This is an optimization exercise on Yosys and OpenROAD, whose aim is small area, not a production implementation.
In this exercise RTL edits were held to simulation tests only and were not proved equivalent to the original.
Power and IR drop assume default switching activity.

Setup of run A:
// obsidian_decode_stage
module obsidian_decode_stage (
   input  logic         clk,
   input  logic         rst,
   input  logic [63:0]  IF_ID,
   input  logic         flush,
   input  logic         wb_en,
   input  logic [4:0]   wb_addr,
   input  logic [31:0]  wb_data,
   output logic [139:0] ID_EX,
   output logic         stall
);
Size: roughly 3,400 cells after synthesis, about 250 I/O pins, about 42,000 sq um of cells after synthesis.
clock: 5.0 ns
lec_check: 0
cap_margin: 20
core_margin: 2
core_utilization: 60
setup_slack_margin: 0.35
slew_margin: 20
synth_hierarchical: 1
synth_minimum_keep_size: 0
standard.sh (not shown) runs the stock make flow with config.mk's settings and CLKGATE_MAP_FILE= SYNTH_SCRIPT=/design/flow/synth_recipe.tcl, a recipe that flattens the netlist after the stock synthesis.
==> flow/flow/run.sh <==
#!/bin/bash
# Own layout flow: the standard flow (standard.sh, unchanged synthesis), with two changes:
#  * ports are buffered with sky130_fd_sc_hd__buf_1 instead of the default port buffer cell;
#  * clock tree synthesis: clkbuf_16 for the trunk, clkbuf_8 for the leaf buffers with sink
#    clusters of up to 14 flip-flops, and no dummy loads;
#  * timing-driven global placement does not keep the resizer's buffers.
# The full output of the flow goes to standard.log in the work folder; ORFS writes each step's
# log under orfs/logs/.
set -euo pipefail
bash standard.sh \
  'BUFFER_PORTS_ARGS=-buffer_cell sky130_fd_sc_hd__buf_1' \
  'GLOBAL_PLACEMENT_ARGS=-keep_resize_below_overflow 0' \
  'CTS_ARGS=-sink_clustering_enable -repair_clock_nets -dont_use_dummy_load -buf_list {sky130_fd_sc_hd__clkbuf_16} -sink_clustering_buffer sky130_fd_sc_hd__clkbuf_8 -sink_clustering_size 14 -sink_clustering_max_diameter 60' \
  finish > standard.log 2>&1
--- input diff run A..run B ---
- CORE_UTILIZATION: 60 -> 70
-- flow/flow/run.sh --
<<< run A, line 5
#    clusters of up to 14 flip-flops, and no dummy loads;
#  * timing-driven global placement does not keep the resizer's buffers.
>>> run B, line 5
#    clusters of up to 14 flip-flops, and no dummy loads.
<<< run A, line 12
  'GLOBAL_PLACEMENT_ARGS=-keep_resize_below_overflow 0' \
>>> run B, line 11
Results
Run B vs. run A: clock buffer instance count of the final layout went down 1; estimated wirelength of the detail-placed design -16%; number of violations reported at the end of detailed-routing iteration 0 +4.5%.
Run B vs run A: non-clock buffer count up in run B
Relative to run A, the worst setup slack of run B is higher by 0.027 ns.
## Diff of input files: run C against run B
- SETUP_SLACK_MARGIN changed from 0.35 to 0.4
- CTS_BUF_LIST newly set to sky130_fd_sc_hd__clkbuf_8
- CTS_CLUSTER_DIAMETER newly set to 60
- CTS_CLUSTER_SIZE newly set to 14
- CORE_UTILIZATION changed from 70 to 60
==> flow/run.sh (new file) <==
#!/bin/bash
# synth_recipe.tcl (not shown) runs the flow's synth.tcl, then flattens the netlist and writes it again
# the make line also repeats each setting of config.mk as NAME=value (left out here)
make -C /OpenROAD-flow-scripts/flow DESIGN_CONFIG=/design/flow/config.mk WORK_HOME=/design/flow/orfs CLKGATE_MAP_FILE= SYNTH_SCRIPT=/design/flow/synth_recipe.tcl finish
removed: flow/flow/run.sh
removed: flow/standard.sh
Diff run B..run C | average cell area after synthesis | unchanged. Power density over the cells: lower on run C. What run C reported for wire length reported by the detailed router has to be multiplied by 0.926 to get the figure for run B. Die: run C bigger than run B. Against run B as the reference, run C delivers a higher worst setup slack. Detailed route wirelength on metal2 (run C / run B): 1.10. As far as worst-case clock buffer depth goes, run B and run C are indistinguishable; the numbers are identical. Sort run B and run C by final instance area, ascending, and run B comes first. Against run B, total power in run C came out worse. The overall routing resource usage of run C falls short of that of run B by 4.9 points.
Input-level comparison between run D and run C:
- CTS_BUF_LIST no longer set, was sky130_fd_sc_hd__clkbuf_8
- CTS_CLUSTER_SIZE no longer set, was 14
- CTS_CLUSTER_DIAMETER no longer set, was 60
- SLEW_MARGIN now 10, was 20
- SETUP_SLACK_MARGIN now 0.2, was 0.4
- GPL_TIMING_DRIVEN now 0, previously not set
- CAP_MARGIN now 10, was 20
==> flow/flow/run.sh (new file) <==
#!/bin/bash
# Own layout flow: the standard flow (standard.sh, unchanged synthesis), with two changes:
#  * ports are buffered with sky130_fd_sc_hd__buf_1 instead of the default port buffer cell;
#  * clock tree synthesis uses clkbuf_8 with sink clusters of up to 14 flip-flops and no dummy loads.
# The full output of the flow goes to standard.log in the work folder; ORFS writes each step's
# log under orfs/logs/.
set -euo pipefail
bash standard.sh \
  'BUFFER_PORTS_ARGS=-buffer_cell sky130_fd_sc_hd__buf_1' \
  'CTS_ARGS=-sink_clustering_enable -repair_clock_nets -dont_use_dummy_load -buf_list {sky130_fd_sc_hd__clkbuf_8} -sink_clustering_size 14 -sink_clustering_max_diameter 60' \
  finish > standard.log 2>&1
==> flow/standard.sh (new file) <==
#!/bin/bash
# synth_recipe.tcl (not shown) runs the flow's synth.tcl, then flattens the netlist and writes it again
# the make line also repeats each setting of config.mk as NAME=value (left out here)
make -C /OpenROAD-flow-scripts/flow DESIGN_CONFIG=/design/flow/config.mk WORK_HOME=/design/flow/orfs CLKGATE_MAP_FILE= SYNTH_SCRIPT=/design/flow/synth_recipe.tcl "${@:-finish}"
removed: flow/run.sh
[summary]
Clock buffer instance count of the final layout (run D / run C): 0.929
In the metrics for run C and run D, the one carrying the higher area growth from synthesis to layout is run C.
On number of iterations in the first detailed-routing pass: run D sits below run C.
Each of the runs, namely run C and run D, reached the end of the flow and came out clean.

==> afterwards: timing with drivers on the ports <==
How much do the figures lean on ideal ports? The routed layouts below were timed once more, with nothing changed but the port constraints.
Step 1: set_driving_cell puts a clkbuf_16 on clk and a buf_2 on each other input, an assumption about the parent block.
Step 2 also shifts input and output timing later by t, the mid clock arrival at the registers, as if the neighbouring blocks saw the same clock.
a / b / c = ideal / step 1 / step 2; a / b = the first two.
| run | t, ns | slack for setup (ns) | hold slack, ns | worst slew at a driven data input, ns |
|---|---|---|---|---|
| run A | 0.707 | 0.163 / 0.087 / 0.794 | 0.391 / 0.343 / 0.508 | 0.07 |
| run B | 0.697 | 0.190 / 0.120 / 0.817 | 0.431 / 0.385 / 0.497 | 0.09 |
| run C | 0.792 | 0.276 / 0.206 / 0.998 | 0.494 / 0.494 / 0.494 | 0.07 |
| run D | 0.793 | 0.037 / -0.026 / 0.767 | 0.170 / 0.136 / 0.491 | 0.08 |
After both steps every run listed still meets setup and hold.
